Context: an optimization exercise on an open-source flow, tuned for small area, a short achievable clock period and few clock cycles per item. The choices shown serve that exercise and are no tape-out recipe. RTL that was checked went through simulation tests only; none was proved equivalent to the original. Power figures rest on the tool's default switching activity, not on a simulated workload.

== main ==
==> flow/design.v <==
`default_nettype none
module eigen2x2_fx #(
  parameter int WIDTH = 32,
  parameter int FRAC  = 16
) (
  input  logic             clk,
  input  logic             rst,
  input  logic             start,
  input  logic [WIDTH-1:0] a1,
  input  logic [WIDTH-1:0] a2,
  input  logic [WIDTH-1:0] a3,
  input  logic [WIDTH-1:0] a4,
  output logic             busy,
  output logic             done,
  output logic [WIDTH-1:0] v1,
  output logic [WIDTH-1:0] v2,
  output logic             complex,
  output logic             ovf
);
  localparam int CW = 36;    
  logic busy_q, done_q;
  logic p_diff, p_mul1, p_mul, p_abs, p_sqrt, p_f1, p_f2;
  logic [5:0] cnt_q;
  logic [2:0] jt_q;             
  logic s1_acc, s1_s2;          
  logic b2_one, b2_two, b2_neg;
  logic b3_one, b3_two, b3_neg;
  logic corr_q;                 
  logic [1:0] lo3_q;            
  logic n2_q;                   
  logic pend3_q;                
  logic signed [33:0] acc_q;    
  logic               py_q;     
  logic               zr_q;     
  logic signed [34:0] x_q;      
  logic signed [35:0] z_q;      
  logic signed [33:0] w_q;      
  logic signed [32:0] s_q;      
  logic               neg_q;
  logic               o1_q;          
  localparam int NK = 3;
  logic [NK-1:0] fit;
  for (genvar i = 0; i < NK; i++) begin : g_fit
    localparam int K = 11 + 2*i;
    wire [34-(2*K-1):0] xs = x_q[34:2*K-1];
    wire [33-(2*K-3):0] ws = w_q[33:2*K-3];
    assign fit[i] = ((&xs) | ~(|xs)) & ((&ws) | ~(|ws));
  end
  logic [2:0] jt_d;
  always_comb begin
    jt_d = 3'(NK);
    for (int i = NK-1; i >= 0; i--)
      if (fit[i]) jt_d = 3'(i);
  end
  function automatic logic [5:0] jof(input logic [2:0] t);
    jof = 6'(11 + 2*int'(t));
  endfunction
  logic [1:0]    pair_n;        
  logic          n2;            
  logic [CW-1:0] in1, in2, in3, csa_s, csa_c, cpa;
  logic [CW-1:0] xe, ze, m2, m3;
  assign pair_n = acc_q[31:30] ^ {2{neg_q}};
  assign n2     = n2_q;
  assign xe = CW'(x_q);
  assign ze = CW'(z_q);
  always_comb begin
    in1 = ({CW{s1_acc}} & CW'(acc_q)) | ({CW{s1_s2}} & CW'($signed({s_q, 1'b0})));
    m2  = ({CW{b2_one}} & xe) | ({CW{b2_two}} & {xe[CW-2:0], 1'b0});
    in2 = m2 ^ {CW{n2}};
    if (p_sqrt) in2[1:0] = 2'b11;
    m3  = ({CW{b3_one}} & {ze[CW-3:0], 2'b00}) | ({CW{b3_two}} & {ze[CW-4:0], 3'b000});
    in3 = m3 ^ {{(CW-2){b3_neg}}, 2'b00};
    in3[1:0] = lo3_q;
    csa_s = in1 ^ in2 ^ in3;
    csa_c = {((in1[CW-2:0] & in2[CW-2:0]) | (in1[CW-2:0] & in3[CW-2:0]) |
              (in2[CW-2:0] & in3[CW-2:0])), pend3_q};
  end
  logic [CW-1:0] pg_g [0:6];
  logic [CW-1:0] pg_p [0:6];
  logic [CW-1:0] hs;
  always_comb begin
    hs = csa_s ^ csa_c;
    pg_g[0] = csa_s & csa_c;
    pg_p[0] = hs;
    for (int l = 0; l < 6; l++) begin
      for (int i = 0; i < CW; i++) begin
        if (i >= (1 << l)) begin
          pg_g[l+1][i] = pg_g[l][i] | (pg_p[l][i] & pg_g[l][i - (1 << l)]);
          pg_p[l+1][i] = pg_p[l][i] & pg_p[l][i - (1 << l)];
        end else begin
          pg_g[l+1][i] = pg_g[l][i];
          pg_p[l+1][i] = pg_p[l][i];
        end
      end
    end
    cpa[0] = hs[0];
    for (int i = 1; i < CW; i++) cpa[i] = hs[i] ^ pg_g[6][i-1];
  end
  logic [33:0] h;
  assign h     = cpa[CW-1:2];
  logic c_d;
  assign c_d = z_q[35] ? (&z_q) : (z_q == 36'(x_q));
  logic [2:0] rem0;
  assign rem0 = {1'b0, pair_n} - 3'd1;
  logic skip;
  assign skip = (p_abs | (p_sqrt & zr_q)) & ~(|(acc_q[31:26] ^ {6{neg_q}}));
  logic acc_start, mul_end, sq_end;
  logic n_diff, n_mul1, n_mul, n_abs, n_sqrt, n_f1, n_f2;
  assign acc_start = ~busy_q & start;
  assign mul_end   = (cnt_q == jof(jt_q));
  assign sq_end    = skip ? (cnt_q >= 6'(2*jof(jt_q) + 6'd14))
                          : (cnt_q >= 6'(2*jof(jt_q) + 6'd16));
  assign n_diff    = acc_start;
  assign n_mul1    = p_diff;
  assign n_mul     = p_mul1 | (p_mul & ~mul_end);
  assign n_abs     = p_mul & mul_end;
  assign n_sqrt    = p_abs | (p_sqrt & ~sq_end);
  assign n_f1      = p_sqrt & sq_end;
  assign n_f2      = p_f1;
  always_ff @(posedge clk or posedge rst) begin
    if (rst) begin
      busy_q <= 1'b0; done_q <= 1'b0;
      p_diff <= 1'b0; p_mul1 <= 1'b0; p_mul <= 1'b0; p_abs <= 1'b0;
      p_sqrt <= 1'b0; p_f1 <= 1'b0; p_f2 <= 1'b0;
    end else begin
      busy_q <= acc_start | (busy_q & ~p_f2);
      done_q <= p_f2;
      p_diff <= n_diff; p_mul1 <= n_mul1; p_mul <= n_mul; p_abs <= n_abs;
      p_sqrt <= n_sqrt; p_f1 <= n_f1; p_f2 <= n_f2;
    end
  end
  logic xo, xv;
  assign xo = x_q[{cnt_q[4:0], 1'b1}];
  assign xv = x_q[{cnt_q[4:0], 1'b0}];
  always_ff @(posedge clk) begin
    s1_acc <= n_diff | n_mul1 | n_mul;
    s1_s2  <= n_abs | n_f1 | (n_f2 & ~neg_q);
    b2_one <= 1'b0; b2_two <= 1'b0; b2_neg <= 1'b0;
    b3_one <= 1'b0; b3_two <= 1'b0; b3_neg <= 1'b0;
    corr_q <= 1'b0;
    if (n_diff) begin
      b2_one <= 1'b1; b2_neg <= 1'b1;
    end
    if (n_mul1) begin    
      b2_one <= cpa[0];
      b2_two <= cpa[1] & ~cpa[0];
      b2_neg <= cpa[1];
      b3_one <= w_q[0];
      b3_two <= w_q[1] & ~w_q[0];
      b3_neg <= w_q[1];
    end
    if (n_mul) begin
      b2_one <= xv ^ py_q;
      b2_two <= (xo & ~xv & ~py_q) | (~xo & xv & py_q);
      b2_neg <= xo & ~(xv & py_q);
      b3_one <= w_q[2] ^ w_q[1];
      b3_two <= (w_q[3] & ~w_q[2] & ~w_q[1]) | (~w_q[3] & w_q[2] & w_q[1]);
      b3_neg <= w_q[3] & ~(w_q[2] & w_q[1]);
    end
    if (n_abs) b2_one <= 1'b1;
    if (n_sqrt) begin
      b2_two <= 1'b1; b2_neg <= 1'b1; b3_one <= 1'b1;
    end
    if (n_f1) b2_one <= ~neg_q;
    if (n_f2) begin
      b2_one <= 1'b1; b2_neg <= ~neg_q; corr_q <= neg_q & c_d;
    end
    pend3_q <= b3_neg;
    n2_q <= 1'b0;
    if (n_diff) n2_q <= 1'b1;
    if (n_mul1) n2_q <= cpa[1];
    if (n_mul)  n2_q <= xo & ~(xv & py_q);
    if (n_sqrt) n2_q <= p_abs ? (|pair_n) : ~cpa[CW-1];
    if (n_f2)   n2_q <= ~neg_q;
    lo3_q <= 2'b00;
    if (n_diff) lo3_q <= 2'b01;
    if (n_mul1) lo3_q <= {1'b0, cpa[1]};
    if (n_mul)  lo3_q <= {1'b0, xo & ~(xv & py_q)};
    if (n_sqrt) lo3_q <= (skip ? acc_q[25:24] : acc_q[29:28]) ^ {2{neg_q}};
    if (n_f2)   lo3_q <= {neg_q & c_d, ~neg_q};
  end
  always_ff @(posedge clk) begin
    if (!busy_q)               acc_q <= 34'($signed(a1));
    else if (p_diff)           acc_q <= '0;
    else if (p_mul1 | p_mul)   acc_q <= cpa[35:2];
    else if (skip)             acc_q <= {acc_q[27:0], w_q[33:28]};
    else                       acc_q <= {acc_q[31:0], w_q[33:32]};
    py_q <= p_diff ? cpa[1] : xo;
    if (!busy_q)               x_q <= 35'($signed(a4));
    else if (p_diff)           x_q <= cpa[34:0];
    else if (p_abs)            x_q <= {33'd0, |pair_n, 1'b0};
    else if (p_sqrt)           x_q <= {x_q[33:1], ~cpa[CW-1], 1'b0};
    if (!busy_q)               z_q <= 36'($signed(a2));
    else if (p_abs)            z_q <= 36'($signed(rem0));
    else if (p_sqrt)           z_q <= cpa;
    else if (p_f2)             z_q <= cpa;
    if (!busy_q)               w_q <= 34'($signed(a3));
    else if (p_mul1 | p_mul)   w_q <= {cpa[1:0], w_q[33:2]};
    else if (skip)             w_q <= {w_q[27:0], 6'b00};
    else if (p_abs | p_sqrt)   w_q <= {w_q[31:0], 2'b00};
    else if (p_f1)             w_q <= h;
    if (!busy_q)               s_q <= 33'($signed(a4));
    else if (p_abs)            s_q <= cpa[32:0];
    if (p_mul & mul_end)       neg_q <= cpa[CW-1];
    o1_q <= ~((&w_q[33:31]) | ~(|w_q[33:31]));
    if (p_mul1) jt_q <= jt_d;
    cnt_q <= p_diff ? 6'd1 : cnt_q + (skip ? 6'd3 : 6'd1);
    zr_q  <= p_abs ? ~(|pair_n) : (zr_q & cpa[CW-1]);
  end
  assign busy    = busy_q;
  assign done    = done_q;
  logic o2;
  assign o2      = ~((&z_q[35:33]) | ~(|z_q[35:33]));
  assign v1      = o1_q ? 32'h7fff_ffff : w_q[31:0];
  assign v2      = o2 ? {z_q[35], {31{~z_q[35]}}} : z_q[33:2];
  assign complex = neg_q;
  assign ovf     = o1_q | o2;
endmodule
`default_nettype wire
==> flow/config.mk <==
export PLATFORM = sky130hd
export DESIGN_NAME = eigen2x2_fx
export DESIGN_NICKNAME = eigen2x2_fx
export VERILOG_FILES = /design/flow/design.v
export SDC_FILE = /design/flow/constraint.sdc
export NUM_CORES = 4
export LEC_CHECK = 0
export CAP_MARGIN = 20
export CORE_MARGIN = 2
export CORE_UTILIZATION = 55
export SLEW_MARGIN = 20
==> flow/constraint.sdc <==
create_clock -name core_clock -period 10.0 [get_ports {clk}]
set_input_delay 2.0000 -clock core_clock [delete_from_list [all_inputs] [get_ports {clk}]]
set_output_delay 2.0000 -clock core_clock [all_outputs]
set_load 0.01 [all_outputs]
standard.sh (not shown) runs the stock make flow with config.mk's settings and CLKGATE_MAP_FILE= SYNTH_SCRIPT=/design/flow/synth_recipe.tcl, a recipe that flattens the netlist after the stock synthesis.
==> flow/flow/run.sh <==
#!/bin/bash
set -euo pipefail
bash standard.sh "BUFFER_PORTS_ARGS=-buffer_cell sky130_fd_sc_hd__buf_1" SETUP_SLACK_MARGIN=5.75 finish > standard_flow.log 2>&1
Every stage of the flow completed for main, and the final layout passed the timing, DRC and antenna checks.
Edits applied to the flow inputs when going from main to the feature branch:
==> flow/flow/run.sh <==
#!/bin/bash
set -euo pipefail
bash standard.sh "BUFFER_PORTS_ARGS=-buffer_cell sky130_fd_sc_hd__buf_1" SETUP_SLACK_MARGIN=5.6 finish > standard_flow.log 2>&1
Findings:
Combinational power in the feature branch vs main: down about 3%
Delta (the feature branch minus main): combinational share of power stayed essentially flat, total wire length fell by 1900 um, cell-internal power rose by 2.6%.
No run of this note included a check of the RTL's function; only the layout flow was run.


Another version of the RTL of eigen2x2_fx (not shown whole).
Size: ~210 flip-flops, about 0.015 mm2 of cells after synthesis.
==> flow/config.mk <==
export PLATFORM = sky130hd
export DESIGN_NAME = eigen2x2_fx
export DESIGN_NICKNAME = eigen2x2_fx
export VERILOG_FILES = /design/flow/design.v
export SDC_FILE = /design/flow/constraint.sdc
export NUM_CORES = 4
export LEC_CHECK = 0
export CAP_MARGIN = 20
export CORE_MARGIN = 2
export CORE_UTILIZATION = 50
export SLEW_MARGIN = 20
==> flow/constraint.sdc <==
create_clock -name core_clock -period 10.0 [get_ports {clk}]
set_input_delay 2.0000 -clock core_clock [delete_from_list [all_inputs] [get_ports {clk}]]
set_output_delay 2.0000 -clock core_clock [all_outputs]
set_load 0.01 [all_outputs]
==> flow/flow/run.sh <==
#!/bin/bash
set -euo pipefail
bash standard.sh "BUFFER_PORTS_ARGS=-buffer_cell sky130_fd_sc_hd__buf_1" SETUP_SLACK_MARGIN=5.9 finish > standard_flow.log 2>&1
Testbench counts at the start, summed over its fixed seeds: cycles 145,962, items 3,200.
==> next run, changes <==
==> flow/flow/run.sh (replaced) <==
#!/bin/bash
set -euo pipefail
bash standard.sh "BUFFER_PORTS_ARGS=-buffer_cell sky130_fd_sc_hd__buf_1" SETUP_SLACK_MARGIN=5.8 finish > standard_flow.log 2>&1
--- a/flow/config.mk
+++ b/flow/config.mk
@@ -10,2 +10,4 @@
 export CORE_UTILIZATION = 50
+export CTS_CLUSTER_DIAMETER = 80
+export CTS_CLUSTER_SIZE = 30
 export SLEW_MARGIN = 20
=> Hold slack improves by 0.012 ns; utilization went down by 3.2 points; total power went down by 14%; via count went down by 2.2%; final area went down by 5.2%; register-to-register slack barely changes; cell count went down by 2.2%; fmax went up by 0.35%; area after synthesis is unchanged.
==> next run, changes <==
--- a/flow/config.mk
+++ b/flow/config.mk
@@ -10,4 +10,2 @@
 export CORE_UTILIZATION = 50
-export CTS_CLUSTER_DIAMETER = 80
-export CTS_CLUSTER_SIZE = 30
 export SLEW_MARGIN = 20
Outcome: Routed wire length hardly moves; global-route usage climbs by 0.16 points; non-clock buffer count does not change; cell count climbs by about 0.8%; setup slack improved by 0.018 ns; hold slack got worse by 0.0041 ns; sequential cell count does not change; total power climbs by 14%; design area climbs by 1.1%; clock skew is about the same; die area is unchanged.
==> next run, changes <==
==> flow/flow/run.sh (replaced) <==
#!/bin/bash
set -euo pipefail
bash standard.sh "BUFFER_PORTS_ARGS=-buffer_cell sky130_fd_sc_hd__buf_1" SETUP_SLACK_MARGIN=5.6 finish > standard_flow.log 2>&1
--- a/flow/config.mk
+++ b/flow/config.mk
@@ -10,2 +10,4 @@
 export CORE_UTILIZATION = 50
+export CTS_CLUSTER_DIAMETER = 100
+export CTS_CLUSTER_SIZE = 30
 export SLEW_MARGIN = 20
After rerunning: Worst setup slack degrades by 0.13 ns. Area after synthesis does not change. Final area came out lower by 5.6%. Non-clock buffer count came out lower by 25. Die area does not change. Utilization came out lower by 3.4 points. Hold slack barely changes. Power came out lower by 17%. Register-to-register slack degrades by 0.13 ns.
==> next run, changes <==
==> flow/flow/run.sh (replaced) <==
#!/bin/bash
set -euo pipefail
bash standard.sh "BUFFER_PORTS_ARGS=-buffer_cell sky130_fd_sc_hd__buf_1" SETUP_SLACK_MARGIN=5.75 finish > standard_flow.log 2>&1
The new run completed with no timing, DRC or antenna violations.
Utilization grows by 1.1 points.
Cell area grows by 2.0%.
Total power is about the same.
Wire length grows by 1.6%.
==> next run, changes <==
==> flow/flow/run.sh (replaced) <==
#!/bin/bash
set -euo pipefail
bash standard.sh "BUFFER_PORTS_ARGS=-buffer_cell sky130_fd_sc_hd__buf_1" SETUP_SLACK_MARGIN=5.7 finish > standard_flow.log 2>&1
--- a/flow/config.mk
+++ b/flow/config.mk
@@ -9,3 +9,3 @@
 export CORE_MARGIN = 2
-export CORE_UTILIZATION = 50
+export CORE_UTILIZATION = 45
 export CTS_CLUSTER_DIAMETER = 100
Clock-buffer cell count fell by 1. Cell area rose by about 0.8%. First-iteration DRC count rose by about 17%. Final cell count rose by 2.4%. Worst setup slack is better by 0.0071 ns. Sequential cell count stays the same. Total power rose by 0.53%. Sequential share of layout area fell by 0.24 points. Core utilization fell by 5.0 points.


Starting RTL as in the previous note.
==> flow/design.v (excerpt) <==
module eigen2x2_fx #(
  parameter int WIDTH = 32,
  parameter int FRAC  = 16
) (
  input  logic             clk,
  input  logic             rst,
  input  logic             start,
  input  logic [WIDTH-1:0] a1,
  input  logic [WIDTH-1:0] a2,
  input  logic [WIDTH-1:0] a3,
  input  logic [WIDTH-1:0] a4,
  output logic             busy,
  output logic             done,
  output logic [WIDTH-1:0] v1,
  output logic [WIDTH-1:0] v2,
  output logic             complex,
  output logic             ovf
);
Settings: LEC_CHECK=0, CAP_MARGIN=20, CORE_MARGIN=2, CORE_UTILIZATION=55, SLEW_MARGIN=20; clock period 10.0 ns.
==> flow/flow/run.sh <==
#!/bin/bash
set -euo pipefail
bash standard.sh "BUFFER_PORTS_ARGS=-buffer_cell sky130_fd_sc_hd__buf_1" SETUP_SLACK_MARGIN=5.8 finish > standard_flow.log 2>&1
The baseline finished with timing, DRC and antenna clean.
Testbench counts at the start, summed over its fixed seeds: cycles 145,962, items 3,200.
Rerun with:
==> flow/flow/run.sh (replaced) <==
#!/bin/bash
set -euo pipefail
bash standard.sh "BUFFER_PORTS_ARGS=-buffer_cell sky130_fd_sc_hd__buf_1" SETUP_SLACK_MARGIN=5.7 finish > standard_flow.log 2>&1
- CORE_UTILIZATION: 55 -> 50
- CTS_CLUSTER_DIAMETER: unset -> 100
- CTS_CLUSTER_SIZE: unset -> 30
Count of clock-buffer cells in the layout went down by 26.
Cell area decreases by a few percent.
Worst setup slack gets worse by 0.020 ns.
Synthesized cell count stays the same.
Non-clock buffer count falls by 38.
Maximum frequency went down slightly.
Critical path depth drops by 7.
Rerun with:
==> flow/flow/run.sh (replaced) <==
#!/bin/bash
set -euo pipefail
bash standard.sh "BUFFER_PORTS_ARGS=-buffer_cell sky130_fd_sc_hd__buf_1" SETUP_SLACK_MARGIN=6.0 finish > standard_flow.log 2>&1
- CORE_UTILIZATION: 50 -> 55
- CTS_CLUSTER_DIAMETER: 100 -> unset
- CTS_CLUSTER_SIZE: 30 -> unset
Result:
- The changed run passed the timing, DRC and antenna checks
- synthesized area is unchanged
- clock skew rose by 0.0050 ns
- fmax rose by 2.1%
- hold slack gets worse by 0.011 ns
- die area fell by 8.9%
- total power climbs by 16%
- sequential share of layout area came out lower by 1.8 points
- cell count is higher by 2.1%
- routed wire length shrinks by 1.2%
- setup slack gains 0.088 ns
Rerun with:
==> flow/flow/run.sh (replaced) <==
#!/bin/bash
set -euo pipefail
bash standard.sh "BUFFER_PORTS_ARGS=-buffer_cell sky130_fd_sc_hd__buf_1" SETUP_SLACK_MARGIN=5.8 finish > standard_flow.log 2>&1
- CORE_UTILIZATION: 55 -> 50
- CTS_CLUSTER_DIAMETER: unset -> 100
- CTS_CLUSTER_SIZE: unset -> 30
Effect: Routed wire length increases by 3.3%. Hold slack gets better by 0.013 ns. Worst setup slack loses 0.055 ns.

[separate check: timing with driven ports]
Ports are ideal in the flow. The routed layouts listed here were re-timed in OpenROAD.
Step 1 (the two cells are an assumption about what drives the block):
set clk [get_ports {clk}]
set_driving_cell -lib_cell sky130_fd_sc_hd__clkbuf_16 $clk
set_driving_cell -lib_cell sky130_fd_sc_hd__buf_2 [delete_from_list [all_inputs] $clk]
Step 2, shift: input delay + t, output delay - t, t = (earliest + latest rising clock arrival at the registers) / 2. This alone moves slack from input paths to output paths.
Three values: ideal ports, drivers, drivers and shift; two values: the first two.
| run | t (ns) | slack for setup (ns) | worst setup path at the end | clock arrival spread, ns |
|---|---|---|---|---|
| main | 0.614 | 5.638 / 5.638 / 5.638 | register to register | 0.014 / 0.014 |
| the feature branch | 0.593 | 5.545 / 5.545 / 5.545 | register to register | 0.019 / 0.019 |
| the first run of note 2 | 0.611 | 5.823 / 5.823 / 5.823 | register to register | 0.013 / 0.013 |
| the second run of note 2 | 0.558 | 5.838 / 5.838 / 5.838 | register to register | 0.023 / 0.023 |
| the third run of note 2 | 0.599 | 5.856 / 5.856 / 5.856 | register to register | 0.021 / 0.021 |
| the fourth run of note 2 | 0.546 | 5.727 / 5.727 / 5.727 | register to register | 0.021 / 0.022 |
| the fifth run of note 2 | 0.549 | 5.739 / 5.739 / 5.739 | register to register | 0.024 / 0.024 |
| the sixth run of note 2 | 0.568 | 5.746 / 5.746 / 5.746 | register to register | 0.042 / 0.041 |
| the first run of note 3 | 0.600 | 5.839 / 5.839 / 5.839 | register to register | 0.017 / 0.018 |
| the second run of note 3 | 0.548 | 5.819 / 5.807 / 5.819 | register to register | 0.027 / 0.026 |
| the third run of note 3 | 0.597 | 5.907 / 5.907 / 5.907 | register to register | 0.032 / 0.031 |
| the fourth run of note 3 | 0.545 | 5.853 / 5.853 / 5.853 | register to register | 0.023 / 0.022 |
After both steps setup and hold are still met in every run listed.
